Background: an optimization exercise with open tools, aiming at small area and few clock cycles. Do not read the settings as production practice.
The RTL was checked by simulation tests, not by an equivalence proof against the original design.
Power figures rest on the tool's default switching activity, not on a simulated workload.

--- flow/config.mk ---
export PLATFORM = sky130hd
export DESIGN_NAME = pipeline_cpu
export DESIGN_NICKNAME = pipeline_cpu
export VERILOG_FILES = /design/flow/design.v
export SDC_FILE = /design/flow/constraint.sdc
export NUM_CORES = 4
export LEC_CHECK = 0
export CAP_MARGIN = 20
export CORE_MARGIN = 2
export CORE_UTILIZATION = 40
export SLEW_MARGIN = 20
export SYNTH_HIERARCHICAL = 1
--- flow/constraint.sdc ---
create_clock -name core_clock -period 8.5 [get_ports {clk}]
set_input_delay 1.7000 -clock core_clock [delete_from_list [all_inputs] [get_ports {clk}]]
set_output_delay 1.7000 -clock core_clock [all_outputs]
set_load 0.01 [all_outputs]
--- flow/design.v ---
package cpu_pkg;
    localparam int xlen = 32;
    localparam int reg_addr_width = 5;
    typedef logic [xlen-1:0] word_t;
    typedef logic [reg_addr_width-1:0] reg_addr_t;
    localparam logic [6:0] op_imm    = 7'b0010011;
    localparam logic [6:0] op_reg    = 7'b0110011;
    localparam logic [6:0] op_lui    = 7'b0110111;
    localparam logic [6:0] op_auipc  = 7'b0010111;
    localparam logic [6:0] op_jal    = 7'b1101111;
    localparam logic [6:0] op_branch = 7'b1100011;
endpackage
module register_file (
    input  logic [31:1] bits,
    input  logic [31:1] sel,
    output logic q
);
    assign q = |(bits & sel);
endmodule
module pipeline_cpu (
    input  logic clk,
    input  logic rst,
    output cpu_pkg::word_t imem_addr,
    input  cpu_pkg::word_t imem_data,
    output logic retire_valid,
    output cpu_pkg::word_t retire_pc,
    output cpu_pkg::reg_addr_t retire_rd,
    output cpu_pkg::word_t retire_data,
    output logic retire_illegal
);
    logic [29:0] pc_q;             
    cpu_pkg::word_t pc;
    logic [29:0] pc_inc;
    cpu_pkg::word_t instr;
    logic [6:0] opcode;
    logic [2:0] funct3;
    logic [4:0] rd, rs1_addr, rs2_addr;
    logic is_imm, is_reg, is_lui, is_auipc, is_jal, is_branch, is_alu;
    logic writes, illegal, sub;
    cpu_pkg::word_t imm_i, imm_u, imm_b, imm_j;
    assign pc = {pc_q, 2'b00};
    assign imem_addr = pc;
    assign pc_inc = pc_q + 30'd1;
    assign instr = imem_data;
    assign opcode = instr[6:0];
    assign rd = instr[11:7];
    assign funct3 = instr[14:12];
    assign rs1_addr = instr[19:15];
    assign rs2_addr = instr[24:20];
    assign is_imm = opcode == cpu_pkg::op_imm;
    assign is_reg = opcode == cpu_pkg::op_reg;
    assign is_lui = opcode == cpu_pkg::op_lui;
    assign is_auipc = opcode == cpu_pkg::op_auipc;
    assign is_jal = opcode == cpu_pkg::op_jal;
    assign is_branch = opcode == cpu_pkg::op_branch;
    assign is_alu = is_imm || is_reg;
    assign illegal = !(is_alu || is_lui || is_auipc || is_jal || is_branch);
    assign writes = (is_alu || is_lui || is_auipc || is_jal) && rd != 5'd0;
    assign imm_i = {{20{instr[31]}}, instr[31:20]};
    assign imm_u = {instr[31:12], 12'b0};
    assign imm_b = {{19{instr[31]}}, instr[31], instr[7], instr[30:25], instr[11:8], 1'b0};
    assign imm_j = {{11{instr[31]}}, instr[31], instr[19:12], instr[20], instr[30:21], 1'b0};
    cpu_pkg::word_t regs [1:31];
    logic [31:0] regs_t [32];      
    logic [31:1] sel1, sel2, wsel;
    cpu_pkg::word_t rs1_data, rs2_data, wdata;
    logic wen;
    always_comb begin
        for (int i = 1; i < 32; i++) begin
            sel1[i] = rs1_addr == 5'(i);
            sel2[i] = rs2_addr == 5'(i);
            wsel[i] = rst || (wen && rd == 5'(i));
        end
        for (int b = 0; b < 32; b++) begin
            regs_t[b][0] = 1'b0;
            for (int i = 1; i < 32; i++) regs_t[b][i] = regs[i][b];
        end
    end
    for (genvar b = 0; b < 32; b++) begin : g_read
        register_file u_rd1 (.bits(regs_t[b][31:1]), .sel(sel1), .q(rs1_data[b]));
        register_file u_rd2 (.bits(regs_t[b][31:1]), .sel(sel2), .q(rs2_data[b]));
    end
    always_ff @(posedge clk) begin
        for (int i = 1; i < 32; i++) begin
            if (wsel[i]) regs[i] <= wdata;
        end
    end
    cpu_pkg::word_t opb, add_b, sum, x_xor, sh_in, sh_out, sh_rev, result;
    logic slt, eq, taken;
    logic [4:0] shamt;
    function automatic cpu_pkg::word_t rev(input cpu_pkg::word_t v);
        for (int i = 0; i < 32; i++) rev[i] = v[31-i];
    endfunction
    assign opb = is_imm ? imm_i : rs2_data;
    assign sub = is_reg && (funct3 == 3'b010 || (funct3 == 3'b000 && instr[31:25] == 7'b0100000))
              || is_imm && funct3 == 3'b010;
    always_comb begin
        if (is_alu) add_b = opb;
        else if (is_jal) add_b = imm_j;
        else if (is_branch) add_b = imm_b;
        else add_b = imm_u;
    end
    assign sum = (is_alu ? rs1_data : pc) + (add_b ^ {32{sub}}) + 32'(sub);
    assign slt = (rs1_data[31] ^ opb[31]) ? rs1_data[31] : sum[31];
    assign x_xor = rs1_data ^ opb;
    assign eq = x_xor == '0;
    assign taken = is_jal || is_branch && (funct3 == 3'b000 && eq || funct3 == 3'b001 && !eq);
    assign shamt = opb[4:0];
    assign sh_in = (funct3 == 3'b001) ? rev(rs1_data) : rs1_data;
    assign sh_out = sh_in >> shamt;
    assign sh_rev = rev(sh_out);
    always_comb begin
        if (is_lui) result = imm_u;
        else if (is_jal) result = {pc_inc, 2'b00};
        else if (is_auipc) result = sum;
        else begin
            case (funct3)
                3'b001: result = sh_rev;
                3'b010: result = {31'b0, slt};
                3'b100: result = x_xor;
                3'b101: result = sh_out;
                3'b110: result = rs1_data | opb;
                3'b111: result = rs1_data & opb;
                default: result = sum;
            endcase
        end
    end
    assign wdata = (writes && !rst) ? result : '0;
    assign wen = writes;
    always_ff @(posedge clk) begin
        retire_valid <= !rst;
        if (rst) begin
            pc_q <= '0;
        end else begin
            pc_q <= taken ? sum[31:2] : pc_inc;
        end
        retire_pc <= pc;
        retire_rd <= writes ? rd : 5'd0;
        retire_data <= wdata;
        retire_illegal <= illegal;
    end
endmodule
--- flow/run.sh ---
#!/bin/bash
# synth_recipe.tcl (not shown) runs the flow's synth.tcl, then flattens the netlist and writes it again
# the make line also repeats each setting of config.mk as NAME=value (left out here)
make -C /OpenROAD-flow-scripts/flow DESIGN_CONFIG=/design/flow/config.mk WORK_HOME=/design/flow/orfs CLKGATE_MAP_FILE= SYNTH_SCRIPT=/design/flow/synth_recipe.tcl finish
==> results.yml, run 1 <==
outcome:
  outcome: "finished with violations"
  violations: "setup timing"
layout:
  num-nets-final: 4700
  drive_gt1_share_pct: 18.0
  finalNonFillerCells: 6423
  final_core_util_pct: 49.5
  area.growth.synth_to_final_pct: 23.2
  design_area_mm2: 0.0641
global_route:
  grt_pass1_vias: 40944
  grt_max_degree: 56
  antenna_found_initial: 17
  track_usage_pct: 34.6
  grt_pass1_wl_um: 323000
  overflow: 0
routing:
  avgViaCountPerCell: 6.92
  drtPass1Iterations: 8
  routed_wl_um: 236000
  wl_per_cell_um: 36.8
  via_count: 44420
  ant_nets: 0
  initialDrtViolationCount: 7946
  route.detailed.drc: 0
worst_setup_path:
  r2r_start: "regs[5][4]"
  r2r_end: "regs[29][24]"
  path_common_cell: "buf_4"
  cpMaxStageDelayCell: "or4_1"
  r2r_cells: 21
  path_class: "primary input to register"
  end_kind: "register"
  crit_required_ns: 9.08
  critPathBufInv: 7
  cpPeakStageDelay_ns: 0.75
  r2r_slack_ns: 2.11
  critPathTopFamily: "compound AO/OA/AOI/OAI gates"
  path_max_fanout: 32
  crit_path_start_kind: "primary input"
  arrival_ns: 9.08
logic_synthesis:
  synth-warning-count: 11
  synth_top_cells_by_area: "edfxtp_1, a22oi_1, dfxtp_1"
  async_flop_share_pct: 0
  synth_most_common_cell: "edfxtp_1"
  synth_top_area_share_pct: 57.3
  seq_area_frac_synth_pct: 61.1
  syn_inst: 4046
  syn_area_mm2: 0.0520
  avgSynthCellArea_um2: 12.9
  synth_top_area_cell: "edfxtp_1"
  synth_cell_types: 89
  ys_top_cells_by_count: "edfxtp_1, a22oi_1, nand3_1, nand2_1, o21ai_0"
  ys.flop_type: "edfxtp_1"
  synth-edff-count: 992
  synth-seq-cells: 1091
timing:
  grt_setup_unrepaired: "false"
  hold_ws_ns: 0.380
  tightest_slew_ns: 1.19
  slew_headroom_pct: 20.3
  final_max_slew_viol_count: 0
  worst_slack_ns: -0.00295
  setup_viol: 9
  clock.fmax_mhz: 118
  period_minus_slack_ns: 8.50
  finClkSkew_ns: 0.0808
  finalSetupTns_ns: -0.0168
  finalHoldViolCount: 0
  final.period_utilization_pct: 100
floorplanning:
  core_area_mm2: 0.129
  die_h_um: 365
  die_x_um: 365
  die_area_mm2: 0.133
  rows: 132
  io_pins: 137
  start_util_pct: 40.2
clocking:
  clock-sinks: 1091
  clock_path_buffers: 3
  cts-root-buf: "clkbuf_16"
  cts_tree: "yes"
  h-tree-depth: 3
  insertion_delay_ns: 0.79
  cts_hold_buf: 0
  clk_pin_slew_ns: 0.06
  numCtsBuffers: 114
power_and_ir_drop:
  p_leak_nw: 23.0
  irDropWorstVdd_v: 0.000167
  clockPowerShare_pct: 39.7
  seqPwrFrac_pct: 46.6
  power.density_mw_per_mm2: 206
  netSwitchingFraction_pct: 27.4
  power_mw: 13.2
  combPwrFrac_pct: 13.7
  power.net_switching_mw: 3.61
  p_int_mw: 9.58
place:
  place_ws_ns: -0.436
  place_area_mm2: 0.0600
  place_hpwl_um: 166000
  routabilityCongestion: 1.05
  dpl.cell_count: 6193
  port_buffers: 132
min_path:
  hp-class: "register to register"
  whs_endpoint: "retire_pc[12]"
  min_path_cells: 0
  hold_start: "pc_q[10]"
run:
  max-cap-violations: 0
[cell type report]
type / count / area, µm²
fillers: 11234 / 65300
flip-flops and latches: 1091 / 31800
multi-input cells: 2740 / 20500
repair buffers: 544 / 5310
clock buffers: 139 / 3030
well taps: 1742 / 2180
clock inverters: 78 / 915
inverters: 79 / 297
diodes: 10 / 25.0
[worst max path at each step]
stage	start	to	slack, ns	cells after the start
4_1_cts	imem_data[22]	regs[9][20]	0.32	23
2_1_floorplan	imem_data[17]	regs[10][0]	0.02	19
5_1_grt	imem_data[22]	regs[7][22]	0.02	24
6_report	imem_data[22]	regs[29][24]	-0.003	25
3_5_place_dp	imem_data[22]	regs[21][20]	-0.44	23
3_3_place_gp	imem_data[20]	regs[3][24]	-0.28	25
[flip-flops by register name, indices dropped and copies added, names as in the netlist]
| signal | cells |
|---|---|
| retire_pc | 30 |
| pc_q | 30 |
| retire_data | 32 |
| retire_rd | 5 |
| regs | 992 |
| retire_illegal | 1 |
| retire_valid | 1 |
[logic make-up after synthesis]
logic type	synth area share, %
compound gates	22.1
xor+xnor	1.52
fa+ha+maj	2.32
buf+inv	1.75
flops	61.1
mux	1.91
other cells	0.00721
simple gates	9.33
[cell usage in the layout (no fill, tap or decap), types with 66 or more instances in the layout]
cell             count
edfxtp_1           992
a22oi_1            781
buf_4              340
nand3_1            222
nand2_1            196
o21ai_0            154
nand4_1            148
clkdlybuf4s50_1    130
a21oi_1            121
clkbuf_16          114
nor2_1             113
dfxtp_1             99
ha_1                95
inv_1               75
buf_12              71
a222oi_1            69
or4_1               66
[per-layer routing]
layer  part of all wire, %  GRT usage (%)  vias up
met4                   7.2           20.5       12
met5                 0.034              0        -
met1                    38           46.9    22224
met2                    42           50.6     3479
met3                    13           8.26      612
li1                      -              -    18093
[per-module statistics from Yosys (local to each module, per instance)]
module,flops+latches,copies in the design
register_file,0,64
pipeline_cpu,1091,1
[power by group through the flow]
stage	Clock, mW	Combinational, mW	Sequential (mW)
global route	5.49	1.84	6.17
global placement	0	1.72	6.25
finish	5.24	1.81	6.15
floorplan	0	0.805	6.25
detailed placement	0	1.71	6.26
CTS	5.29	1.72	6.15
[timing repair]
action / CTS / global route
gates resized for setup: 0 / 2
setup endpoints to repair: 0 / 32
buffers inserted: 0 / 2
Testbench counts, summed over its fixed seeds: cycles 80,008.
==> inputs of run 2 (changes only) <==
--- a/flow/design.v
+++ b/flow/design.v
@@ -13,7 +13,99 @@
 module register_file (
-    input  logic [31:1] bits,
-    input  logic [31:1] sel,
+    input  logic [31:0] bits,
+    input  logic [31:0] sel,
     output logic q
 );
-    assign q = |(bits & sel);
+    logic [10:0] t;                
+    for (genvar k = 0; k < 10; k++) begin : g_aoi
+        rf_aoi3 u_aoi (
+            .a1(bits[3*k]), .b1(sel[3*k]), .a2(bits[3*k+1]), .b2(sel[3*k+1]),
+            .a3(bits[3*k+2]), .b3(sel[3*k+2]), .y(t[k])
+        );
+    end
+    rf_aoi2 u_last (.a1(bits[30]), .b1(sel[30]), .a2(bits[31]), .b2(sel[31]), .y(t[10]));
+    rf_or_low u_or (.t(t), .q(q));
+endmodule
+module rf_aoi3 (
+    input  logic a1, b1, a2, b2, a3, b3,
+    output logic y
+);
+    assign y = !((a1 && b1) || (a2 && b2) || (a3 && b3));
+endmodule
+module rf_aoi2 (
+    input  logic a1, b1, a2, b2,
+    output logic y
+);
+    assign y = !((a1 && b1) || (a2 && b2));
+endmodule
+module rf_or_low (
+    input  logic [10:0] t,
+    output logic q
+);
+    assign q = !(&t);
+endmodule
+module adder (
+    input  logic [31:0] a,
+    input  logic [31:0] b,
+    input  logic cin,
+    output logic [31:0] s
+);
+    logic [31:0] g, p, h;
+    always_comb begin
+        g = a & b;
+        p = a ^ b;
+        h = p;
+        g[0] = g[0] | (p[0] & cin);
+        for (int l = 0; l < 5; l++) begin
+            for (int i = 0; i < 32; i++) begin
+                if (((i >> l) & 1) == 1) begin
+                    g[i] = g[i] | (p[i] & g[((i >> l) << l) - 1]);
+                    p[i] = p[i] & p[((i >> l) << l) - 1];
+                end
+            end
+        end
+        s = h ^ {g[30:0], cin};
+    end
+endmodule
+module sh_mux (
+    input  logic a, b, s,
+    output logic y
+);
+    assign y = !(s ? b : a);
+endmodule
+module sh_zero_n (
+    input  logic a, s,
+    output logic y
+);
+    assign y = !(s || a);
+endmodule
+module sh_zero_p (
+    input  logic a, s,
+    output logic y
+);
+    assign y = s || !a;
+endmodule
+module shifter (
+    input  logic [31:0] v,
+    input  logic [4:0] n,
+    input  logic left,
+    output logic [31:0] y
+);
+    logic [31:0] lv [6];
+    for (genvar i = 0; i < 32; i++) begin : g_in
+        sh_mux u (.a(v[i]), .b(v[31-i]), .s(left), .y(lv[0][i]));
+    end
+    for (genvar k = 0; k < 5; k++) begin : g_lvl
+        for (genvar i = 0; i < 32; i++) begin : g_bit
+            if (i + (1 << k) < 32) begin : g_m
+                sh_mux u (.a(lv[k][i]), .b(lv[k][i + (1 << k)]), .s(n[k]), .y(lv[k+1][i]));
+            end else begin : g_z
+                if (k % 2 == 0) begin : g_n
+                    sh_zero_n u (.a(lv[k][i]), .s(n[k]), .y(lv[k+1][i]));
+                end else begin : g_p
+                    sh_zero_p u (.a(lv[k][i]), .s(n[k]), .y(lv[k+1][i]));
+                end
+            end
+        end
+    end
+    assign y = lv[5];
 endmodule
@@ -64,14 +156,17 @@
     logic [31:0] regs_t [32];      
-    logic [31:1] sel1, sel2, wsel;
+    logic [31:1] wdec, sel1, sel2, wsel;
+    logic byp1, byp2;
     cpu_pkg::word_t rs1_data, rs2_data, wdata;
-    logic wen;
     always_comb begin
         for (int i = 1; i < 32; i++) begin
-            sel1[i] = rs1_addr == 5'(i);
-            sel2[i] = rs2_addr == 5'(i);
-            wsel[i] = rst || (wen && rd == 5'(i));
-        end
+            wdec[i] = retire_rd == 5'(i);
+            sel1[i] = rs1_addr == 5'(i) && !wdec[i];
+            sel2[i] = rs2_addr == 5'(i) && !wdec[i];
+            wsel[i] = rst || wdec[i];
+        end
+        byp1 = rs1_addr == retire_rd && retire_rd != 5'd0;
+        byp2 = rs2_addr == retire_rd && retire_rd != 5'd0;
         for (int b = 0; b < 32; b++) begin
-            regs_t[b][0] = 1'b0;
             for (int i = 1; i < 32; i++) regs_t[b][i] = regs[i][b];
+            regs_t[b][0] = retire_data[b];
         end
@@ -79,5 +174,6 @@
     for (genvar b = 0; b < 32; b++) begin : g_read
-        register_file u_rd1 (.bits(regs_t[b][31:1]), .sel(sel1), .q(rs1_data[b]));
-        register_file u_rd2 (.bits(regs_t[b][31:1]), .sel(sel2), .q(rs2_data[b]));
-    end
+        register_file u_rd1 (.bits(regs_t[b]), .sel({sel1, byp1}), .q(rs1_data[b]));
+        register_file u_rd2 (.bits(regs_t[b]), .sel({sel2, byp2}), .q(rs2_data[b]));
+    end
+    assign wdata = rst ? '0 : retire_data;
     always_ff @(posedge clk) begin
@@ -87,3 +183,3 @@
     end
-    cpu_pkg::word_t opb, add_b, sum, x_xor, sh_in, sh_out, sh_rev, result;
+    cpu_pkg::word_t opb, add_a, add_b, sum, x_xor, sh_out, sh_rev, result;
     logic slt, eq, taken;
@@ -102,3 +198,4 @@
     end
-    assign sum = (is_alu ? rs1_data : pc) + (add_b ^ {32{sub}}) + 32'(sub);
+    assign add_a = (is_alu ? rs1_data : '0) | (is_lui || is_alu ? '0 : pc);
+    adder u_add (.a(add_a), .b(add_b ^ {32{sub}}), .cin(sub), .s(sum));
     assign slt = (rs1_data[31] ^ opb[31]) ? rs1_data[31] : sum[31];
@@ -108,9 +205,7 @@
     assign shamt = opb[4:0];
-    assign sh_in = (funct3 == 3'b001) ? rev(rs1_data) : rs1_data;
-    assign sh_out = sh_in >> shamt;
+    shifter u_shift (.v(rs1_data), .n(shamt), .left(funct3 == 3'b001), .y(sh_out));
     assign sh_rev = rev(sh_out);
     always_comb begin
-        if (is_lui) result = imm_u;
-        else if (is_jal) result = {pc_inc, 2'b00};
-        else if (is_auipc) result = sum;
+        if (is_jal) result = {pc_inc, 2'b00};
+        else if (!is_alu) result = sum;
         else begin
@@ -127,4 +222,2 @@
     end
-    assign wdata = (writes && !rst) ? result : '0;
-    assign wen = writes;
     always_ff @(posedge clk) begin
@@ -137,4 +230,4 @@
         retire_pc <= pc;
-        retire_rd <= writes ? rd : 5'd0;
-        retire_data <= wdata;
+        retire_rd <= (writes && !rst) ? rd : 5'd0;
+        retire_data <= writes ? result : '0;
         retire_illegal <= illegal;
--- a/flow/config.mk
+++ b/flow/config.mk
@@ -9,3 +9,6 @@
 export CORE_MARGIN = 2
-export CORE_UTILIZATION = 40
+export CORE_UTILIZATION = 50
+export CTS_CLUSTER_DIAMETER = 100
+export CTS_CLUSTER_SIZE = 30
+export SETUP_SLACK_MARGIN = 0.3
 export SLEW_MARGIN = 20
==> results.yml, run 2 <==
outcome:
  outcome: "timing/DRC/antenna clean"
timing:
  final_max_slew_viol_count: 0
  period_minus_slack_ns: 8.06
  tightest_slew_ns: 1.29
  final.period_utilization_pct: 94.8
  slew_headroom_pct: 13.6
  finalHoldViolCount: 0
  setup_viol: 0
  finClkSkew_ns: 0.0851
  grt_setup_unrepaired: "false"
  clock.fmax_mhz: 124
  finalSetupTns_ns: 0
clocking:
  numCtsBuffers: 47
  clk_pin_slew_ns: 0.11
  cts_resized: 0
  clock-sinks: 1091
  cts_hold_buf: 0
  clock_path_buffers: 3
  insertion_delay_ns: 0.74
  cts-root-buf: "clkbuf_16"
  h-tree-depth: 2
  cts_setup_buffers: 0
  cts_tree: "yes"
power_and_ir_drop:
  p_int_mw: 7.65
  power.density_mw_per_mm2: 183
  p_leak_nw: 20.2
  netSwitchingFraction_pct: 28.5
  power.net_switching_mw: 3.05
  irDropWorstVdd_v: 0.000208
  power_mw: 10.7
  clockPowerShare_pct: 27.0
  seqPwrFrac_pct: 57.4
  combPwrFrac_pct: 15.6
layout:
  num-nets-final: 3983
  final_common_cell: "edfxtp_1"
  largest_register: "regs"
  largest_registers: "regs (992), retire_data (32)"
  mostFrequentLayoutCells: "edfxtp_1, a222oi_1, buf_4, mux2i_1, nand4_1"
  fillers: 7789
  finalNonFillerCells: 5248
  drive_gt1_share_pct: 16.6
  largest_register_ffs: 992
  area.growth.synth_to_final_pct: 15.6
worst_setup_path:
  arrival_ns: 8.71
  crit_path_start_kind: "primary input"
  r2r_end: "retire_data[31]"
  crit_required_ns: 9.15
  path_max_fanout: 13
  path_class: "primary input to register"
  r2r_slack_ns: 1.07
  end_kind: "register"
  r2r_start: "retire_rd[2]"
  r2r_cells: 24
logic_synthesis:
  avgSynthCellArea_um2: 14.6
  ys_top_cells_by_count: "edfxtp_1, a222oi_1, mux2i_1, nand4_1, nor2_1"
  synth_top_area_cell: "edfxtp_1"
  seq_area_frac_synth_pct: 62.7
  synth-seq-cells: 1091
  synth_top_cells_by_area: "edfxtp_1, a222oi_1, dfxtp_1"
  synth_most_common_cell: "edfxtp_1"
  syn_area_mm2: 0.0507
  yosys.area_share.simple_pct: 7.88
  async_flop_share_pct: 0
  synth_top_area_share_pct: 58.8
  ys.flop_type: "edfxtp_1"
  synth-warning-count: 14
  synth_compound_area_share_pct: 18.6
  synth_fa_ha_area_share_pct: 2.56
  syn_inst: 3466
  synth_cell_types: 84
  synth-edff-count: 992
  synth_xor_area_share_pct: 1.61
  synthMuxAreaShare_pct: 4.92
  synth_top_family_by_area: "compound AO/OA/AOI/OAI gates"
min_path:
  whs_endpoint: "retire_pc[16]"
  min_path_cells: 0
  hp-class: "register to register"
  hold_start: "pc_q[14]"
place:
  place_hpwl_um: 151000
  routabilityCongestion: 1.02
  dpl.cell_count: 5157
  port_buffers: 132
global_route:
  grt_pass1_vias: 39108
  grt_max_degree: 46
  antenna_found_initial: 18
  grt_pass1_wl_um: 307000
  overflow: 0
  track_usage_pct: 42.4
routing:
  via_count: 41192
  initialDrtViolationCount: 10232
  wl_per_cell_um: 42.8
  route.detailed.drc: 0
  ant_nets: 0
  routed_wl_um: 225000
  avgViaCountPerCell: 7.85
  drtPass1Iterations: 17
floorplanning:
  rows: 116
  core_area_mm2: 0.100
  die_area_mm2: 0.104
  die_h_um: 322
  start_util_pct: 50.5
  die_x_um: 322
  io_pins: 137
run:
  max-cap-violations: 0
## run 2: cell count changes in the layout (fill, tap and decap cells not counted), sizes merged, moves of 99 or more
| cell | before | now |
|---|---|---|
| o21ai | 187 | 88 |
| nand2 | 201 | 73 |
| a222oi | 69 | 640 |
| buf | 414 | 305 |
| nand3 | 222 | 83 |
| mux2i | 65 | 167 |
| a22oi | 781 | 74 |
## run 2: stage by stage
step / instance area [µm²] / util, % / hold slack (ns) / worst slack, ns
floorplan: 50700 / - / 0.392 / 0.339
global placement: 57000 / 56.8 / 0.438 / 0.0236
detailed placement: 57000 / 56.8 / 0.442 / 0.0189
CTS: 58500 / 58.3 / 0.391 / 0.738
global route: 58500 / 58.4 / 0.421 / 0.426
finish: 58600 / 58.4 / 0.403 / 0.439
## run 2: worst max-delay path by stage
| stage | start | endpoint | slack, ns | cells past startpoint |
|---|---|---|---|---|
| finish | imem_data[24] | retire_data[31] | 0.44 | 25 |
| detailed placement | imem_data[24] | retire_data[31] | 0.02 | 25 |
| global route | imem_data[24] | retire_data[0] | 0.43 | 25 |
| CTS | imem_data[24] | retire_data[31] | 0.74 | 25 |
| floorplan | imem_data[21] | retire_data[0] | 0.34 | 22 |
| global placement | imem_data[24] | retire_data[0] | 0.02 | 25 |
## run 2: cell families (layout without fill, tap and decap cells)
kind of cell    count (synthesis)  count (layout)
mux                           215             215
flops                        1091            1091
buf+inv                       217             626
simple gates                  732             732
other cells                     1              17
fa+ha+maj                     100             100
compound gates               1017            1017
xor+xnor                       93              93
## run 2: worst max-delay path, cell delays in order
cell,delay [ns]
clkdlybuf4s50_1,0.77
buf_12,0.34
nand3b_1,0.28
nor3_2,0.22
buf_4,0.26
buf_4,0.23
a222oi_1,0.33
nand3_1,0.40
or3_1,0.49
a21o_1,0.28
a221oi_1,0.58
buf_4,0.24
xnor2_1,0.16
ha_1,0.32
a21o_1,0.17
a21o_1,0.16
a21oi_1,0.18
a21boi_2,0.23
o21ai_2,0.10
a211oi_2,0.26
xnor2_1,0.20
buf_4,0.17
nor2_1,0.04
or3_1,0.36
a22oi_1,0.20
## run 2: cell type report
cell class | count | area [µm²] | share of cell area [%]
inverters | 114 | 429 | 0.733
clock inverters | 13 | 289 | 0.493
repair buffers | 434 | 4150 | 7.09
well taps | 1357 | 1700 | 2.90
flip-flops and latches | 1091 | 31800 | 54.2
clock buffers | 65 | 1240 | 2.12
multi-input cells | 2161 | 19000 | 32.4
diodes | 13 | 32.5 | 0.0555
## run 2: power by group through the flow
| stage | clock network (mW) | logic (mW) | registers [mW] |
|---|---|---|---|
| 2_1_floorplan | 0 | 0.761 | 6.24 |
| 3_3_place_gp | 0 | 1.59 | 6.24 |
| 3_5_place_dp | 0 | 1.59 | 6.26 |
| 4_1_cts | 2.90 | 1.60 | 6.14 |
| 5_1_grt | 3.07 | 1.69 | 6.16 |
| 6_report | 2.89 | 1.67 | 6.14 |
## run 2: per-module statistics from Yosys (local to each module, per instance), a selection
module / cells / copies in the design / area (µm²) / flip-flops and latches
rf_aoi3: 1 / 640 / 10.0 / 0
adder: 155 / 1 / 1280 / 0
rf_or_low: 4 / 64 / 23.8 / 0
sh_mux: 1 / 161 / 10.0 / 0
rf_aoi2: 1 / 64 / 12.5 / 0
pipeline_cpu: 2159 / 1 / 38900 / 1091
sh_zero_p: 1 / 10 / 6.26 / 0
sh_zero_n: 1 / 21 / 3.75 / 0
## run 2: routing by layer
layer / part of all wire, % / vias up / track usage, %
li1: - / 16268 / -
met4: 8.6 / 10 / 29.1
met1: 34 / 20340 / 53.4
met2: 44 / 3845 / 64.1
met5: 0.027 / - / 0
met3: 14 / 729 / 11.3
Testbench counts of run 2, summed over its fixed seeds: cycles 80,008.
==> inputs of run 3 (changes only) <==
--- a/flow/config.mk
+++ b/flow/config.mk
@@ -10,4 +10,2 @@
 export CORE_UTILIZATION = 50
-export CTS_CLUSTER_DIAMETER = 100
-export CTS_CLUSTER_SIZE = 30
 export SETUP_SLACK_MARGIN = 0.3
==> results.yml, run 3 <==
floorplanning:
  start_util_pct: 50.5
  die_h_um: 322
  die_x_um: 322
  core_area_mm2: 0.100
  rows: 116
  die_area_mm2: 0.104
  io_pins: 137
worst_setup_path:
  critPathLaunch: "imem_data[24]"
  path_max_fanout: 13
  path_common_cell: "buf_4"
  crit_required_ns: 9.11
  r2r_start: "retire_rd[1]"
  end_kind: "register"
  path_class: "primary input to register"
  r2r_cells: 23
  arrival_ns: 8.66
  cpMaxStageDelayCell: "clkdlybuf4s50_1"
  crit_path_start_kind: "primary input"
  cpPeakStageDelay_ns: 0.77
layout:
  largest_registers: "regs (992), retire_data (32)"
  largest_register_ffs: 992
  final_common_cell: "edfxtp_1"
  ff_latch_area_mm2: 0.0318
  mostFrequentLayoutCells: "edfxtp_1, a222oi_1, buf_4, mux2i_1, nand4_1"
  fillers: 7640
  area.growth.synth_to_final_pct: 19.4
  multi_input_area_mm2: 0.0190
  drive_gt1_share_pct: 18.2
  num-nets-final: 4047
  largest_register: "regs"
timing:
  clock.fmax_mhz: 124
  final.period_utilization_pct: 94.7
  finClkSkew_ns: 0.0566
  finalHoldViolCount: 0
  final_max_slew_viol_count: 0
  grt_setup_unrepaired: "false"
  finalSetupTns_ns: 0
  worst_slack_ns: 0.452
  period_minus_slack_ns: 8.05
  setup_viol: 0
  slew_headroom_pct: 13.6
  tightest_slew_ns: 1.29
logic_synthesis:
  ys_top_cells_by_count: "edfxtp_1, a222oi_1, mux2i_1, nand4_1, nor2_1"
  synth-seq-cells: 1091
  syn_inst: 3466
  synth_most_common_cell: "edfxtp_1"
  synth-edff-count: 992
  synth-warning-count: 14
  seq_area_frac_synth_pct: 62.7
  synth_cell_types: 84
  ys.flop_type: "edfxtp_1"
  avgSynthCellArea_um2: 14.6
  syn_area_mm2: 0.0507
  synth_top_cells_by_area: "edfxtp_1, a222oi_1, dfxtp_1"
  synth_top_area_share_pct: 58.8
  async_flop_share_pct: 0
  synth_top_area_cell: "edfxtp_1"
clocking:
  cts_resized: 0
  clk_pin_slew_ns: 0.07
  cts_tree: "yes"
  clock-sinks: 1091
  clock_path_buffers: 3
  cts_hold_buf: 0
  numCtsBuffers: 111
  h-tree-depth: 3
  cts-root-buf: "clkbuf_16"
  cts_setup_buffers: 0
  insertion_delay_ns: 0.73
routing:
  ant_nets: 0
  avgViaCountPerCell: 7.76
  routed_wl_um: 227000
  wl_met1_um: 76200
  initialDrtViolationCount: 10104
  highest_layer: "met5"
  met2_length_um: 97600
  route.detailed.drc: 0
  wl_per_cell_um: 42.2
  via_count: 41643
  met3_length_um: 31900
  drtPass1Iterations: 15
global_route:
  antenna_found_initial: 20
  grt_max_degree: 46
  grt_pass1_vias: 39830
  track_usage_pct: 42.8
  grt_pass1_wl_um: 310000
  overflow: 0
run:
  max-cap-violations: 0
min_path:
  hold_start: "pc_q[15]"
  min_path_cells: 0
  hp-class: "register to register"
place:
  place_ws_ns: 0.0189
  routabilityCongestion: 1.02
  place_hpwl_um: 151000
  port_buffers: 132
power_and_ir_drop:
  power.density_mw_per_mm2: 207
  irDropWorstVdd_v: 0.000177
  p_leak_nw: 21.1
outcome:
  outcome: "timing/DRC/antenna clean"
## run 3: worst max-delay path: cells and delay by family
kind | cells | cell delay (ns)
adder cells (fa/ha/maj) | 1 | 0.32
AO/OA/AOI/OAI | 10 | 2.46
XOR/XNOR | 2 | 0.36
AND/OR/NAND/NOR | 6 | 1.77
buffers and inverters | 6 | 2.01
## run 3: cell type report
type / instances / share of cell area, %
well taps: 1357 / 2.81
clock buffers: 139 / 4.86
clock inverters: 61 / 0.848
multi-input cells: 2161 / 31.3
diodes: 10 / 0.0414
repair buffers: 434 / 6.86
inverters: 114 / 0.710
flip-flops and latches: 1091 / 52.5
## run 3: worst paths after layout
check | end | slack, ns
max | retire_data[31] | 0.45
min | retire_pc[17] | 0.44
max reg2reg | pc_q[28] | 0.93
min reg2reg | retire_pc[17] | 0.44
## run 3: per-module statistics from Yosys (local to each module, per instance), a selection
module        cells  flops+latches
adder           155              0
pipeline_cpu   2159           1091
rf_aoi2           1              0
rf_aoi3           1              0
rf_or_low         4              0
sh_mux            1              0
sh_zero_n         1              0
sh_zero_p         1              0
## run 3: cell families after synthesis
group	count (synthesis)	synth area share [%]
fa+ha+maj	100	2.56
xor+xnor	93	1.61
mux	215	4.92
flops	1091	62.7
compound gates	1017	18.6
simple gates	732	7.88
other cells	1	0.00740
buf+inv	217	1.73
## run 3: through the flow
step / util (%) / power (mW) / area [µm²] / hold slack (ns) / cells
after global placement: 56.8 / 7.84 / 57000 / 0.438 / 5157
final: 60.3 / 12.5 / 60500 / 0.438 / 5367
after detailed placement: 56.8 / 7.85 / 57000 / 0.442 / 5157
after global routing: 60.3 / 12.8 / 60500 / 0.442 / 5359
after CTS: 60.2 / 12.5 / 60400 / 0.421 / 5357
after floorplan: - / 7.00 / 50700 / 0.392 / 3469
## run 3: where the power goes
part | total, mW | switching, mW | internal [mW]
registers | 6.16 | 0.119 | 6.04
clock network | 4.70 | 2.11 | 2.60
logic | 1.66 | 1.14 | 0.525
total | 12.5 | 3.36 | 9.16
## run 3: routing by layer
layer	vias up	GRT usage (%)
met4	16	31.0
met3	847	12.9
met5	-	1.20
li1	16484	-
met2	3854	64.0
met1	20442	52.7
==> inputs of run 4 (changes only) <==
--- a/flow/config.mk
+++ b/flow/config.mk
@@ -10,3 +10,3 @@
 export CORE_UTILIZATION = 50
-export SETUP_SLACK_MARGIN = 0.3
+export SETUP_SLACK_MARGIN = 0.15
 export SLEW_MARGIN = 20
==> results.yml, run 4 <==
outcome:
  outcome: "timing/DRC/antenna clean"
routing:
  route.detailed.drc: 0
  highest_layer: "met5"
  met3_length_um: 32900
  drtPass1Iterations: 15
  met2_length_um: 101000
  via_count: 42253
  routed_wl_um: 232000
  initialDrtViolationCount: 10982
  avgViaCountPerCell: 7.87
  ant_nets: 0
  wl_per_cell_um: 43.2
  wl_met1_um: 76700
timing:
  finalSetupTns_ns: 0
  final_max_slew_viol_count: 0
  tightest_slew_ns: 1.15
  finClkSkew_ns: 0.0534
  slew_headroom_pct: 22.8
  final.period_utilization_pct: 90.2
  setup_viol: 0
  hold_ws_ns: 0.450
  period_minus_slack_ns: 7.67
  clock.fmax_mhz: 130
  finalHoldViolCount: 0
  grt_setup_unrepaired: "false"
layout:
  largest_register: "regs"
  mostFrequentLayoutCells: "edfxtp_1, a222oi_1, buf_4, mux2i_1, nand4_1"
  fillers: 7675
  largest_registers: "regs (992), retire_data (32)"
  ff_latch_area_mm2: 0.0318
  final_core_util_pct: 60.3
  largest_register_ffs: 992
  num-nets-final: 4039
  area.growth.synth_to_final_pct: 19.4
  drive_gt1_share_pct: 18.2
  final_common_cell: "edfxtp_1"
  multi_input_area_mm2: 0.0190
clocking:
  cts_setup_buffers: 0
  clock-sinks: 1091
  numCtsBuffers: 109
  h-tree-depth: 3
  cts-root-buf: "clkbuf_16"
  insertion_delay_ns: 0.75
  cts_hold_buf: 0
  cts_tree: "yes"
  cts_resized: 0
  clock_path_buffers: 3
  clk_pin_slew_ns: 0.06
logic_synthesis:
  ys_top_cells_by_count: "edfxtp_1, a222oi_1, mux2i_1, nand4_1, nor2_1"
  synth_top_family_by_area: "compound AO/OA/AOI/OAI gates"
  syn_area_mm2: 0.0507
  synth_top_area_cell: "edfxtp_1"
  synth_xor_area_share_pct: 1.61
  synth-seq-cells: 1091
  seq_area_frac_synth_pct: 62.7
  synth_compound_area_share_pct: 18.6
  synth-edff-count: 992
  syn_inst: 3466
  synth_most_common_cell: "edfxtp_1"
  synth_top_area_share_pct: 58.8
  yosys.area_share.simple_pct: 7.88
  ys.flop_type: "edfxtp_1"
  synthMuxAreaShare_pct: 4.92
  avgSynthCellArea_um2: 14.6
  synth-warning-count: 14
  synth_fa_ha_area_share_pct: 2.56
  synth_top_cells_by_area: "edfxtp_1, a222oi_1, dfxtp_1"
  synth_cell_types: 84
  async_flop_share_pct: 0
run:
  max-cap-violations: 0
worst_setup_path:
  critPathTopFamily: "multiplexers"
  r2r_cells: 24
  critPathLaunch: "imem_data[19]"
  crit_path_start_kind: "primary input"
  crit_chain: "clkdlybuf4s50_1 > buf_4 > nand3b_1 > nor3_2 > buf_12 > buf_4 > a222oi_1 > nand3_1 > or3_1 > mux2i_1 > mux2i_1 > mux2i_1 > mux2i_1 > mux2i_1 > nor2_1 > mux4_2 > a221oi_1 > o32ai_1 > buf_4"
  crit_required_ns: 9.12
  cpPeakStageDelay_ns: 0.75
  r2r_start: "retire_rd[3]"
  path_class: "primary input to register"
  end_kind: "register"
  arrival_ns: 8.29
  cp_num_cells: 19
  path_max_fanout: 18
  path_common_cell: "mux2i_1"
  cpMaxStageDelayCell: "clkdlybuf4s50_1"
  critPathBufInv: 5
floorplanning:
  core_area_mm2: 0.100
  die_x_um: 322
  die_area_mm2: 0.104
  die_h_um: 322
  rows: 116
  io_pins: 137
  start_util_pct: 50.5
global_route:
  antenna_found_initial: 33
  overflow: 0
  track_usage_pct: 43.9
  grt_pass1_vias: 39831
  grt_max_degree: 56
  grt_pass1_wl_um: 317000
power_and_ir_drop:
  power.density_mw_per_mm2: 206
  seqPwrFrac_pct: 49.5
  p_int_mw: 9.05
  p_leak_nw: 21.1
  netSwitchingFraction_pct: 27.3
  clockPowerShare_pct: 37.3
  irDropWorstVdd_v: 0.000192
  combPwrFrac_pct: 13.3
  power.net_switching_mw: 3.40
place:
  routabilityCongestion: 1.07
  place_hpwl_um: 156000
  port_buffers: 132
min_path:
  hp-class: "register to register"
  min_path_cells: 0
  hold_start: "pc_q[18]"
-- run 4: cells by family after synthesis --
| family | count (synthesis) |
|---|---|
| mux | 215 |
| fa+ha+maj | 100 |
| flops | 1091 |
| other cells | 1 |
| compound gates | 1017 |
| xor+xnor | 93 |
| buf+inv | 217 |
| simple gates | 732 |
-- run 4: power by group through the flow --
stage          clock network [mW]  logic (mW)  registers [mW]
2_1_floorplan                   0       0.761            6.24
3_3_place_gp                    0        1.56            6.25
3_5_place_dp                    0        1.56            6.26
4_1_cts                      4.64        1.57            6.15
5_1_grt                      4.85        1.67            6.17
6_report                     4.64        1.65            6.16
-- run 4: through the flow --
step / setup slack (ns) / cell area [µm²] / power (mW) / std cells
after floorplan: 0.222 / 50700 / 7.00 / 3469
after global placement: 0.150 / 57000 / 7.81 / 5150
after detailed placement: 0.335 / 57000 / 7.83 / 5151
after CTS: 1.08 / 60400 / 12.4 / 5352
after global routing: 0.713 / 60500 / 12.7 / 5365
final: 0.831 / 60500 / 12.4 / 5371
-- run 4: worst reg2reg max path: cells and delay by family, from the launching register on --
family	cells	cell delay, ns
flip-flops	1	0.82
AND/OR/NAND/NOR	8	3.17
AO/OA/AOI/OAI	10	2.15
XOR/XNOR	2	0.34
adder cells (fa/ha/maj)	1	0.35
buffers and inverters	3	0.59
-- run 4: layer usage --
layer / up-vias / GRT usage, %
met3: 827 / 11.7
met2: 4129 / 66.1
met4: 16 / 31.4
met1: 20821 / 55.2
li1: 16460 / -
met5: - / 0
-- run 4: worst paths after layout --
| path | to | slack [ns] |
|---|---|---|
| setup / recovery | retire_data[16] | 0.83 |
| hold / removal | retire_pc[20] | 0.45 |
| setup reg to reg | retire_data[23] | 1.02 |
| hold reg to reg | retire_pc[20] | 0.45 |
-- run 4: modules after synthesis, one instance, submodules excluded, a selection --
module        cells  flops+latches  area, µm²  copies in the design
sh_zero_n         1              0       3.75                    21
sh_zero_p         1              0       6.26                    10
pipeline_cpu   2159           1091      38900                     1
rf_aoi3           1              0       10.0                   640
rf_or_low         4              0       23.8                    64
rf_aoi2           1              0       12.5                    64
sh_mux            1              0       10.0                   161
adder           155              0       1280                     1
-- run 4: layout make-up --
class	instances	share of cell area, %
Clock inverter	64	0.780
Multi-Input combinational cell	2161	31.5
Sequential cell	1091	52.5
Clock buffer	137	4.79
Tap cell	1357	2.81
Antenna cell	19	0.0786
Timing Repair Buffer	428	6.83
Inverter	114	0.710
==> inputs of run 5 (changes only) <==
--- a/flow/design.v
+++ b/flow/design.v
@@ -110,2 +110,11 @@
     assign y = lv[5];
+endmodule
+module result_bit (
+    input  logic d1, k1, d2, k2, d3, k3, d4, k4, d5, k5, d6, k6,
+    output logic y
+);
+    logic t1, t2;
+    assign t1 = !(d1 && k1 || d2 && k2 || d3 && k3);
+    assign t2 = !(d4 && k4 || d5 && k5 || d6 && k6);
+    assign y = !(t1 && t2);
 endmodule
@@ -207,15 +216,23 @@
     assign sh_rev = rev(sh_out);
-    always_comb begin
-        if (is_jal) result = {pc_inc, 2'b00};
-        else if (!is_alu) result = sum;
-        else begin
-            case (funct3)
-                3'b001: result = sh_rev;
-                3'b010: result = {31'b0, slt};
-                3'b100: result = x_xor;
-                3'b101: result = sh_out;
-                3'b110: result = rs1_data | opb;
-                3'b111: result = rs1_data & opb;
-                default: result = sum;
-            endcase
+    logic k_sum, k_sll, k_slt, k_xor, k_srl, k_and, k_jal;
+    cpu_pkg::word_t x_and;
+    assign x_and = rs1_data & opb;
+    assign k_jal = writes && is_jal;
+    assign k_sum = writes && (!is_alu && !is_jal || is_alu && (funct3 == 3'b000 || funct3 == 3'b011));
+    assign k_sll = writes && is_alu && funct3 == 3'b001;
+    assign k_slt = writes && is_alu && funct3 == 3'b010;
+    assign k_xor = writes && is_alu && (funct3 == 3'b100 || funct3 == 3'b110);
+    assign k_srl = writes && is_alu && funct3 == 3'b101;
+    assign k_and = writes && is_alu && (funct3 == 3'b110 || funct3 == 3'b111);
+    for (genvar b = 0; b < 32; b++) begin : g_res
+        if (b < 2) begin : g_lo
+            assign result[b] = sum[b] && k_sum || sh_rev[b] && k_sll || sh_out[b] && k_srl
+                            || x_xor[b] && k_xor || x_and[b] && k_and
+                            || (b == 0 ? slt && k_slt : 1'b0);
+        end else begin : g_hi
+            result_bit u_res (
+                .d1(sum[b]), .k1(k_sum), .d2(sh_rev[b]), .k2(k_sll), .d3(sh_out[b]), .k3(k_srl),
+                .d4(x_xor[b]), .k4(k_xor), .d5(x_and[b]), .k5(k_and), .d6(pc_inc[b-2]), .k6(k_jal),
+                .y(result[b])
+            );
         end
@@ -231,3 +248,3 @@
         retire_rd <= (writes && !rst) ? rd : 5'd0;
-        retire_data <= writes ? result : '0;
+        retire_data <= result;
         retire_illegal <= illegal;
--- a/flow/config.mk
+++ b/flow/config.mk
@@ -9,4 +9,6 @@
 export CORE_MARGIN = 2
-export CORE_UTILIZATION = 50
-export SETUP_SLACK_MARGIN = 0.15
+export CORE_UTILIZATION = 45
+export CTS_CLUSTER_DIAMETER = 90
+export CTS_CLUSTER_SIZE = 25
+export SETUP_SLACK_MARGIN = 0.3
 export SLEW_MARGIN = 20
==> results.yml, run 5 <==
outcome:
  outcome: "timing/DRC/antenna clean"
layout:
  area.growth.synth_to_final_pct: 15.8
  largest_register: "regs"
  num-nets-final: 3720
  final_core_util_pct: 52.4
  mostFrequentLayoutCells: "edfxtp_1, a222oi_1, buf_4, mux2i_1, nand4_1"
  largest_registers: "regs (992), retire_data (32)"
  final_common_cell: "edfxtp_1"
  fillers: 8962
  drive_gt1_share_pct: 15.5
  largest_register_ffs: 992
timing:
  tightest_slew_ns: 1.21
  final_max_slew_viol_count: 0
  final.period_utilization_pct: 88.7
  finalSetupTns_ns: 0
  period_minus_slack_ns: 7.54
  slew_headroom_pct: 19.2
  setup_viol: 0
  finClkSkew_ns: 0.0300
  finalHoldViolCount: 0
  clock.fmax_mhz: 133
  grt_setup_unrepaired: "false"
place:
  port_buffers: 132
  routabilityCongestion: 1.05
  place_hpwl_um: 143000
clocking:
  clk_pin_slew_ns: 0.09
  h-tree-depth: 2
  cts_tree: "yes"
  cts-root-buf: "clkbuf_16"
  insertion_delay_ns: 0.72
  cts_setup_buffers: 0
  cts_resized: 0
  cts_hold_buf: 0
  clock-sinks: 1091
  clock_path_buffers: 3
  numCtsBuffers: 53
floorplanning:
  io_pins: 137
  rows: 121
  die_area_mm2: 0.112
  die_h_um: 335
  start_util_pct: 45.3
  die_x_um: 335
  core_area_mm2: 0.109
global_route:
  grt_pass1_wl_um: 285000
  overflow: 0
  grt_pass1_vias: 37119
  antenna_found_initial: 12
  grt_max_degree: 65
  track_usage_pct: 35.8
power_and_ir_drop:
  power.density_mw_per_mm2: 185
  clockPowerShare_pct: 28.5
  power.net_switching_mw: 2.89
  power_mw: 10.5
  irDropWorstVdd_v: 0.000158
  combPwrFrac_pct: 13.2
  p_int_mw: 7.64
  seqPwrFrac_pct: 58.3
  netSwitchingFraction_pct: 27.4
  p_leak_nw: 19.7
worst_setup_path:
  path_class: "primary input to register"
  crit_required_ns: 9.12
  arrival_ns: 8.16
  crit_path_start_kind: "primary input"
  end_kind: "register"
  path_max_fanout: 32
routing:
  avgViaCountPerCell: 7.74
  ant_nets: 0
  wl_per_cell_um: 40.8
  route.detailed.drc: 0
  via_count: 39219
  drtPass1Iterations: 13
  routed_wl_um: 207000
  initialDrtViolationCount: 9699
logic_synthesis:
  syn_inst: 3246
  synth_most_common_cell: "edfxtp_1"
  synth-edff-count: 992
  async_flop_share_pct: 0
  synth_top_cells_by_area: "edfxtp_1, a222oi_1, dfxtp_1"
  synth_top_area_share_pct: 60.5
  ys_top_cells_by_count: "edfxtp_1, a222oi_1, mux2i_1, nand4_1, nand3_1"
  ys.flop_type: "edfxtp_1"
  synth_top_area_cell: "edfxtp_1"
  syn_area_mm2: 0.0492
  synth-warning-count: 14
  seq_area_frac_synth_pct: 64.5
  synth-seq-cells: 1091
  avgSynthCellArea_um2: 15.2
  synth_cell_types: 79
run:
  max-cap-violations: 0
min_path:
  hp-class: "register to register"
==> run 5: cell count changes in the layout (fill, tap and decap cells not counted), sizes merged, moves of 32 or more <==
cell    change
a22oi      +81
buf        -39
clkbuf     -64
clkinv     -49
ha         -32
inv        -88
nor2       -43
o21ai      -35
==> run 5: per-layer routing <==
metal | routed length (µm) | vias to the layer above | global-route usage [%]
li1 | - | 15666 | -
met1 | 76100 | 19591 | 48.0
met2 | 91700 | 3449 | 55.3
met3 | 29300 | 505 | 10.0
met4 | 9460 | 8 | 13.5
met5 | 57 | - | 0
==> run 5: logic make-up (layout without fill, tap and decap cells) <==
family	Yosys count	count (layout)	share of synthesized area [%]
AO/OA/AOI/OAI	1036	1036	19.8
flip-flops	1091	1091	64.5
AND/OR/NAND/NOR	678	678	7.63
other	1	6	0.00762
adder cells (fa/ha/maj)	68	68	1.82
XOR/XNOR	93	93	1.65
multiplexers	179	179	3.65
buffers and inverters	100	502	0.915
==> run 5: power by group through the flow <==
stage / Combinational (mW) / Sequential, mW / Clock, mW
finish: 1.39 / 6.14 / 3.00
global route: 1.41 / 6.16 / 3.20
CTS: 1.33 / 6.13 / 3.02
detailed placement: 1.33 / 6.25 / 0
global placement: 1.33 / 6.24 / 0
floorplan: 0.652 / 6.24 / 0
==> run 5: modules after synthesis, one instance, submodules excluded, excerpt <==
module,flip-flops and latches,cells
adder,0,155
pipeline_cpu,1091,1819
result_bit,0,4
rf_aoi2,0,1
rf_aoi3,0,1
rf_or_low,0,4
sh_mux,0,1
sh_zero_n,0,1
sh_zero_p,0,1
==> run 5: critical path: stages <==
cell	delay, ns
clkdlybuf4s50_1	0.84
nand3b_1	0.50
nor3_2	0.11
buf_12	0.22
a222oi_1	0.67
nand4_1	0.34
or3_1	0.57
and3_1	0.22
fa_1	0.48
a211oi_1	0.37
o211ai_1	0.19
a32oi_1	0.25
o21ai_2	0.14
a21boi_2	0.18
o21ai_2	0.08
a211oi_2	0.30
xnor2_1	0.15
mux2i_1	0.15
nor3b_1	0.07
a211oi_1	0.25
a21oi_1	0.08
a22o_1	0.21
==> run 5: layout make-up <==
cell class,count,area [µm²],area share [%]
Antenna cell,2,5.00,0.00878
Clock buffer,73,1420,2.50
Clock inverter,15,201,0.353
Inverter,23,88.8,0.156
Multi-Input combinational cell,2058,18100,31.7
Sequential cell,1091,31800,55.7
Tap cell,1414,1770,3.10
Timing Repair Buffer,391,3670,6.44
==> run 5: worst paths after layout <==
| kind | start | endpoint | slack [ns] | depth (start not counted) |
|---|---|---|---|---|
| setup reg to reg | retire_rd[4] | retire_data[0] | 1.06 | 23 |
| hold reg to reg | pc_q[29] | retire_pc[31] | 0.44 | 0 |
| setup / recovery | imem_data[17] | retire_data[0] | 0.96 | 22 |
| hold / removal | pc_q[29] | retire_pc[31] | 0.44 | 0 |
==> run 5: through the flow <==
stage / setup slack (ns) / hold slack, ns / instances / cell area (µm²)
after floorplan: 0.319 / 0.412 / 3249 / 49300
after detailed placement: 0.444 / 0.435 / 4977 / 55300
final: 0.957 / 0.436 / 5067 / 57000
after global routing: 0.752 / 0.454 / 5065 / 57000
after CTS: 1.19 / 0.438 / 5065 / 56900
after global placement: 0.435 / 0.426 / 4977 / 55300
Testbench counts of run 5, summed over its fixed seeds: cycles 80,008.
==> inputs of run 6 (changes only) <==
==> flow/flow/run.sh (new file) <==
#!/bin/bash
set -euo pipefail
bash standard.sh "BUFFER_PORTS_ARGS=-buffer_cell sky130_fd_sc_hd__buf_1" finish > standard.log 2>&1
==> flow/standard.sh (new file) <==
#!/bin/bash
# synth_recipe.tcl (not shown) runs the flow's synth.tcl, then flattens the netlist and writes it again
# the make line also repeats each setting of config.mk as NAME=value (left out here)
make -C /OpenROAD-flow-scripts/flow DESIGN_CONFIG=/design/flow/config.mk WORK_HOME=/design/flow/orfs CLKGATE_MAP_FILE= SYNTH_SCRIPT=/design/flow/synth_recipe.tcl "${@:-finish}"
--- a/flow/config.mk
+++ b/flow/config.mk
@@ -8,2 +8,3 @@
 export CAP_MARGIN = 20
+export CELL_PAD_IN_SITES_DETAIL_PLACEMENT = 1
 export CORE_MARGIN = 2
removed: flow/run.sh
==> results.yml, run 6 <==
layout:
  area.growth.synth_to_final_pct: 13.4
  largest_registers: "regs (992), retire_data (32)"
  largest_register: "regs"
  drive_gt1_share_pct: 14.9
  mostFrequentLayoutCells: "edfxtp_1, a222oi_1, buf_4, mux2i_1, nand4_1"
  final_common_cell: "edfxtp_1"
  num-nets-final: 3691
  largest_register_ffs: 992
global_route:
  track_usage_pct: 37.3
  grt_pass1_wl_um: 298000
  antenna_found_initial: 25
  overflow: 0
  grt_max_degree: 70
  grt_pass1_vias: 38849
clocking:
  cts-root-buf: "clkbuf_16"
  h-tree-depth: 2
  insertion_delay_ns: 0.72
  cts_resized: 0
  clk_pin_slew_ns: 0.09
  numCtsBuffers: 56
  cts_hold_buf: 0
  cts_setup_buffers: 0
  clock-sinks: 1091
  cts_tree: "yes"
  clock_path_buffers: 3
power_and_ir_drop:
  p_int_mw: 7.76
  combPwrFrac_pct: 13.3
  seqPwrFrac_pct: 57.1
  clockPowerShare_pct: 29.6
  irDropWorstVdd_v: 0.000201
  netSwitchingFraction_pct: 27.9
  power.net_switching_mw: 3.00
  p_leak_nw: 19.3
  power.density_mw_per_mm2: 193
routing:
  via_count: 39372
  initialDrtViolationCount: 8696
  routed_wl_um: 214000
  route.detailed.drc: 0
  avgViaCountPerCell: 7.80
  ant_nets: 0
  wl_per_cell_um: 42.5
  drtPass1Iterations: 14
min_path:
  hp-class: "register to register"
  hold_start: "pc_q[29]"
outcome:
  outcome: "timing/DRC/antenna clean"
place:
  port_buffers: 132
  place_hpwl_um: 148000
  routabilityCongestion: 1.02
logic_synthesis:
  synth-warning-count: 14
  avgSynthCellArea_um2: 15.2
  synth-edff-count: 992
  async_flop_share_pct: 0
  seq_area_frac_synth_pct: 64.5
  synth_cell_types: 79
  ys_top_cells_by_count: "edfxtp_1, a222oi_1, mux2i_1, nand4_1, nand3_1"
  synth_top_area_cell: "edfxtp_1"
  syn_area_mm2: 0.0492
  syn_inst: 3246
  ys.flop_type: "edfxtp_1"
  synth-seq-cells: 1091
  synth_top_cells_by_area: "edfxtp_1, a222oi_1, dfxtp_1"
  synth_top_area_share_pct: 60.5
  synth_most_common_cell: "edfxtp_1"
worst_setup_path:
  end_kind: "register"
  r2r_slack_ns: 1.17
  crit_required_ns: 9.09
  path_max_fanout: 19
  r2r_start: "retire_rd[4]"
  critPathLaunch: "imem_data[15]"
  arrival_ns: 8.22
  crit_path_start_kind: "primary input"
  path_class: "primary input to register"
timing:
  slew_headroom_pct: 22.5
  finalHoldViolCount: 0
  final_max_slew_viol_count: 0
  hold_ws_ns: 0.434
  final.period_utilization_pct: 89.8
  clock.fmax_mhz: 131
  period_minus_slack_ns: 7.64
  finalSetupTns_ns: 0
  setup_viol: 0
  tightest_slew_ns: 1.16
  finClkSkew_ns: 0.0462
  grt_setup_unrepaired: "false"
floorplanning:
  rows: 121
  start_util_pct: 45.3
  die_x_um: 335
  die_h_um: 335
  io_pins: 137
  core_area_mm2: 0.109
  die_area_mm2: 0.112
run:
  max-cap-violations: 0
run 6: cell counts after synthesis:
No cell type changed its count.
run 6: cell families after synthesis:
family                     Yosys count  share of synthesized area (%)
buffers and inverters              100                          0.915
and+or+nand+nor                    678                           7.63
adders and majority gates           68                           1.82
AOI/OAI and AO/OA                 1036                           19.8
other                                1                        0.00762
DFF                               1091                           64.5
xor gates and xnor gates            93                           1.65
muxes                              179                           3.65
run 6: worst paths after layout:
| kind | to | cells past startpoint |
|---|---|---|
| worst min-delay path | retire_pc[31] | 0 |
| worst max-delay path | retire_data[0] | 23 |
| worst max register to register | retire_data[0] | 23 |
| worst min register to register | retire_pc[31] | 0 |
run 6: metrics by stage:
step / power (mW) / setup WS (ns) / instances / area, µm² / utilization [%]
after floorplan: 6.89 / 0.319 / 3249 / 49300 / -
final: 10.8 / 0.863 / 5047 / 55800 / 51.3
after detailed placement: 7.64 / 0.425 / 4944 / 53900 / 49.6
after global routing: 11.0 / 0.721 / 5039 / 55800 / 51.3
after global placement: 7.60 / 0.568 / 4944 / 53900 / 49.6
after CTS: 10.7 / 1.10 / 5037 / 55700 / 51.3
run 6: critical path: stages:
cell      delay (ns)
buf_1           0.43
nand2b_1        0.40
or2_2           0.47
nor3_2          0.92
buf_4           0.46
a222oi_1        0.17
nand3_1         0.12
or3_1           0.35
a22o_1          0.25
ha_1            0.25
a211oi_1        0.38
o211ai_1        0.24
a32oi_1         0.29
o21ai_2         0.17
a21boi_2        0.20
o21ai_2         0.10
a211oi_2        0.33
xnor2_1         0.18
mux2i_1         0.16
nor3b_1         0.07
a211oi_1        0.23
a21oi_1         0.07
a22o_1          0.24
run 6: per-layer routing:
metal / routed length [µm] / vias up / global-route usage, %
met5: 109 / - / 0
met4: 12800 / 16 / 18.5
met3: 27600 / 536 / 9.27
met2: 97200 / 3176 / 58.7
met1: 76600 / 20041 / 48.1
li1: - / 15603 / -
run 6: area by class of cell:
type,count,area [µm²]
fill,10429,52900
sequential,1091,31800
multi-input combinational,2058,18100
timing repair buffer,359,2290
tap,1414,1770
clock buffer,76,1500
clock inverter,17,295
inverter,23,88.8
antenna,9,22.5
run 6: power by group through the flow:
stage / combinational [mW] / clock [mW] / sequential, mW
after floorplan: 0.652 / 0 / 6.24
after global placement: 1.36 / 0 / 6.24
after detailed placement: 1.37 / 0 / 6.26
after CTS: 1.38 / 3.21 / 6.14
after global routing: 1.45 / 3.36 / 6.17
final: 1.44 / 3.18 / 6.15
run 6: modules after synthesis, one instance, submodules excluded, a selection:
module / flops+latches / copies in the design / cells / area, µm²
sh_zero_p: 0 / 10 / 1 / 6.26
pipeline_cpu: 1091 / 1 / 1819 / 36600
adder: 0 / 1 / 155 / 1280
result_bit: 0 / 30 / 4 / 27.5
rf_or_low: 0 / 64 / 4 / 23.8
rf_aoi3: 0 / 640 / 1 / 10.0
sh_zero_n: 0 / 21 / 1 / 3.75
rf_aoi2: 0 / 64 / 1 / 12.5
==> inputs of run 7 (changes only) <==
--- a/flow/design.v
+++ b/flow/design.v
@@ -44,2 +44,13 @@
     assign q = !(&t);
+endmodule
+module rf_cell (
+    input  logic clk,
+    input  logic we,
+    input  logic we_n,
+    input  logic d,
+    output logic q
+);
+    always_ff @(posedge clk) begin
+        q <= (we && d) || (we_n && q);
+    end
 endmodule
@@ -165,3 +176,3 @@
     logic [31:0] regs_t [32];      
-    logic [31:1] wdec, sel1, sel2, wsel;
+    logic [31:1] wdec, sel1, sel2, wsel, wsel_n;
     logic byp1, byp2;
@@ -174,2 +185,3 @@
             wsel[i] = rst || wdec[i];
+            wsel_n[i] = !wsel[i];
         end
@@ -187,5 +199,7 @@
     assign wdata = rst ? '0 : retire_data;
-    always_ff @(posedge clk) begin
-        for (int i = 1; i < 32; i++) begin
-            if (wsel[i]) regs[i] <= wdata;
+    for (genvar i = 1; i < 32; i++) begin : g_reg
+        for (genvar b = 0; b < 32; b++) begin : g_bit
+            rf_cell u_cell (
+                .clk(clk), .we(wsel[i]), .we_n(wsel_n[i]), .d(wdata[b]), .q(regs[i][b])
+            );
         end
==> results.yml, run 7 <==
clocking:
  cts_setup_buffers: 0
  clock_path_buffers: 3
  cts-root-buf: "clkbuf_16"
  h-tree-depth: 2
  clk_pin_slew_ns: 0.10
  clock-sinks: 1091
  cts_hold_buf: 0
  cts_resized: 0
  numCtsBuffers: 54
  insertion_delay_ns: 0.75
  cts_tree: "yes"
logic_synthesis:
  ys.flop_type: "dfxtp_1"
  syn_area_mm2: 0.0479
  seq_area_frac_synth_pct: 45.6
  synth_top_cells_by_area: "dfxtp_1, a22o_1, a222oi_1"
  synth-seq-cells: 1091
  synth-edff-count: 0
  synth_top_area_cell: "dfxtp_1"
  synth-warning-count: 14
  synth_top_area_share_pct: 45.6
  synth_most_common_cell: "dfxtp_1"
  avgSynthCellArea_um2: 11.2
  async_flop_share_pct: 0
  synth_cell_types: 74
  syn_inst: 4262
  ys_top_cells_by_count: "dfxtp_1, a22o_1, a222oi_1, mux2i_1, nand4_1"
timing:
  final_max_slew_viol_count: 0
  period_minus_slack_ns: 7.55
  grt_setup_unrepaired: "false"
  clock.fmax_mhz: 132
  finClkSkew_ns: 0.0544
  final.period_utilization_pct: 88.9
  worst_slack_ns: 0.947
  finalSetupTns_ns: 0
  setup_viol: 0
  hold_ws_ns: 0.460
  slew_headroom_pct: 13.7
  finalHoldViolCount: 0
  tightest_slew_ns: 1.28
floorplanning:
  rows: 119
  die_area_mm2: 0.109
  die_h_um: 330
  io_pins: 137
  start_util_pct: 45.4
  die_x_um: 330
  core_area_mm2: 0.105
worst_setup_path:
  r2r_end: "retire_data[0]"
  crit_path_start_kind: "primary input"
  end_kind: "register"
  path_max_fanout: 12
  crit_required_ns: 9.11
  r2r_slack_ns: 1.09
  path_class: "primary input to register"
  arrival_ns: 8.16
  r2r_cells: 21
  r2r_start: "retire_rd[0]"
layout:
  final_common_cell: "dfxtp_1"
  mostFrequentLayoutCells: "dfxtp_1, a22o_1, a222oi_1, buf_4, mux2i_1"
  num-nets-final: 4696
  area.growth.synth_to_final_pct: 12.7
  design_area_mm2: 0.0540
  ff_latch_area_mm2: 0.0218
  multi_input_area_mm2: 0.0265
  fillers: 11259
  drive_gt1_share_pct: 11.7
  finalNonFillerCells: 6012
  largest_register_ffs: 992
  largest_registers: "g.g_bit.u_cell.q (992), retire_data (32)"
  largest_register: "g.g_bit.u_cell.q"
  final_core_util_pct: 51.2
global_route:
  grt_max_degree: 37
  track_usage_pct: 44.2
  antenna_found_initial: 21
  overflow: 0
  grt_pass1_wl_um: 352000
  grt_pass1_vias: 46708
power_and_ir_drop:
  p_int_mw: 6.48
  seqPwrFrac_pct: 58.1
  p_leak_nw: 19.4
  netSwitchingFraction_pct: 27.2
  irDropWorstVdd_v: 0.000183
  power.density_mw_per_mm2: 165
  power_mw: 8.90
  clockPowerShare_pct: 34.6
  combPwrFrac_pct: 7.3
  power.net_switching_mw: 2.42
place:
  routabilityCongestion: 1.06
  place_ws_ns: 0.591
  dpl.cell_count: 5929
  port_buffers: 132
  place_area_mm2: 0.0524
  place_hpwl_um: 160000
routing:
  initialDrtViolationCount: 10402
  ant_nets: 0
  avgViaCountPerCell: 8.16
  drtPass1Iterations: 22
  routed_wl_um: 250000
  via_count: 49082
  wl_per_cell_um: 41.6
  route.detailed.drc: 0
min_path:
  whs_endpoint: "retire_pc[10]"
  hold_start: "pc_q[8]"
  hp-class: "register to register"
  min_path_cells: 0
run:
  max-cap-violations: 0
outcome:
  outcome: "timing/DRC/antenna clean"
## run 7: cells by family after synthesis
family,synth area share [%]
AO/OA/AOI/OAI,37.9
other,0.00783
buffers and inverters,1.08
multiplexers,3.78
adder cells (fa/ha/maj),1.87
flip-flops,45.6
AND/OR/NAND/NOR,8.01
XOR/XNOR,1.72
## run 7: worst max path at each step
| stage | from | to | slack [ns] | cells past startpoint |
|---|---|---|---|---|
| after CTS | imem_data[20] | retire_data[0] | 1.31 | 24 |
| after detailed placement | imem_data[20] | retire_data[0] | 0.59 | 26 |
| after global routing | imem_data[23] | retire_data[0] | 0.83 | 22 |
| after global placement | imem_data[24] | retire_data[0] | 0.58 | 21 |
| after floorplan | imem_data[20] | retire_data[0] | 0.35 | 24 |
| final | imem_data[23] | retire_data[0] | 0.95 | 22 |
## run 7: power by group through the flow
stage | logic, mW | clock network (mW) | registers [mW]
2_1_floorplan | 0.281 | 0 | 5.28
3_3_place_gp | 0.604 | 0 | 5.29
3_5_place_dp | 0.609 | 0 | 5.29
4_1_cts | 0.611 | 3.07 | 5.17
5_1_grt | 0.643 | 3.26 | 5.18
6_report | 0.651 | 3.08 | 5.18
## run 7: area by class of cell
type / instances / area share, %
clock inverters: 14 / 0.338
diodes: 11 / 0.0510
flip-flops and latches: 1091 / 40.5
multi-input cells: 3056 / 49.1
clock buffers: 58 / 2.57
inverters: 53 / 0.371
repair buffers: 338 / 3.93
well taps: 1391 / 3.22
## run 7: modules after synthesis, one instance, submodules excluded, excerpt
| module | area, µm² | flops+latches | copies in the design | cells inside |
|---|---|---|---|---|
| pipeline_cpu | 6770 | 99 | 1 | 851 |
| rf_or_low | 23.8 | 0 | 64 | 4 |
| adder | 1280 | 0 | 1 | 155 |
| sh_zero_n | 3.75 | 0 | 21 | 1 |
| rf_cell | 28.8 | 1 | 992 | 2 |
| rf_aoi2 | 12.5 | 0 | 64 | 1 |
| rf_aoi3 | 10.0 | 0 | 640 | 1 |
| result_bit | 27.5 | 0 | 30 | 4 |
| sh_zero_p | 6.26 | 0 | 10 | 1 |
| sh_mux | 10.0 | 0 | 161 | 1 |
## run 7: critical path, cell delays in order
cell and delay, ns:
buf_1 0.42, buf_4 0.28, nand2b_1 0.30, nor3_2 0.06, buf_4 0.22, a222oi_1 0.57, nand4_1 0.63, or3_1 0.57
a222oi_1 0.43, xnor2_1 0.24, ha_1 0.35, o211ai_1 0.09, o211ai_1 0.44, a32oi_1 0.20, o21ai_2 0.24, a21boi_2 0.19
o21ai_2 0.23, a211oi_2 0.10, xnor2_1 0.16, mux2_2 0.28, a221oi_1 0.28, o21ai_0 0.13
## run 7: metal layers
layer	share of wire, %	wire (µm)	global-route usage [%]
met5	0.042	106	0.174
met4	8.8	22000	33.0
met3	14	35300	15.1
met2	41	103000	63.3
met1	36	89700	54.8
Testbench counts of run 7, summed over its fixed seeds: cycles 80,008.

-- separate check: timing with driven ports --
Ports are ideal in the flow. The routed layouts listed here were re-timed in OpenROAD. Step 1 assumes that a clkbuf_16 drives the clock port and a buf_2 every other input. Step 2 moves the port delays by t, midway between the first and last clock arrival at a register: inputs arrive t later, outputs are due t later. That takes back most of the time a late clock gives input paths. Slacks: ideal / step 1 / step 2; pairs: ideal / step 1.
run | t (ns) | setup WS [ns] | worst setup path after step 2 | clock arrival spread, ns
run 1 | 0.823 | -0.003 / 0.047 / -0.776 | input to register | 0.080 / 0.081
run 2 | 0.772 | 0.439 / 0.486 / -0.286 | input to register | 0.085 / 0.086
run 3 | 0.776 | 0.452 / 0.498 / -0.278 | input to register | 0.057 / 0.057
run 4 | 0.794 | 0.831 / 0.866 / 0.072 | input to register | 0.056 / 0.057
run 5 | 0.785 | 0.957 / 0.998 / 0.213 | input to register | 0.036 / 0.036
run 6 | 0.774 | 0.863 / 0.891 / 0.116 | input to register | 0.046 / 0.047
run 7 | 0.800 | 0.947 / 0.923 / 0.123 | input to register | 0.054 / 0.054
Met with ideal ports but missed after step 2: setup timing in run 2 and run 3. For run 7, which loses most, drivers alone change the setup slack by -0.024 ns; drivers and shift together by -0.824 ns.
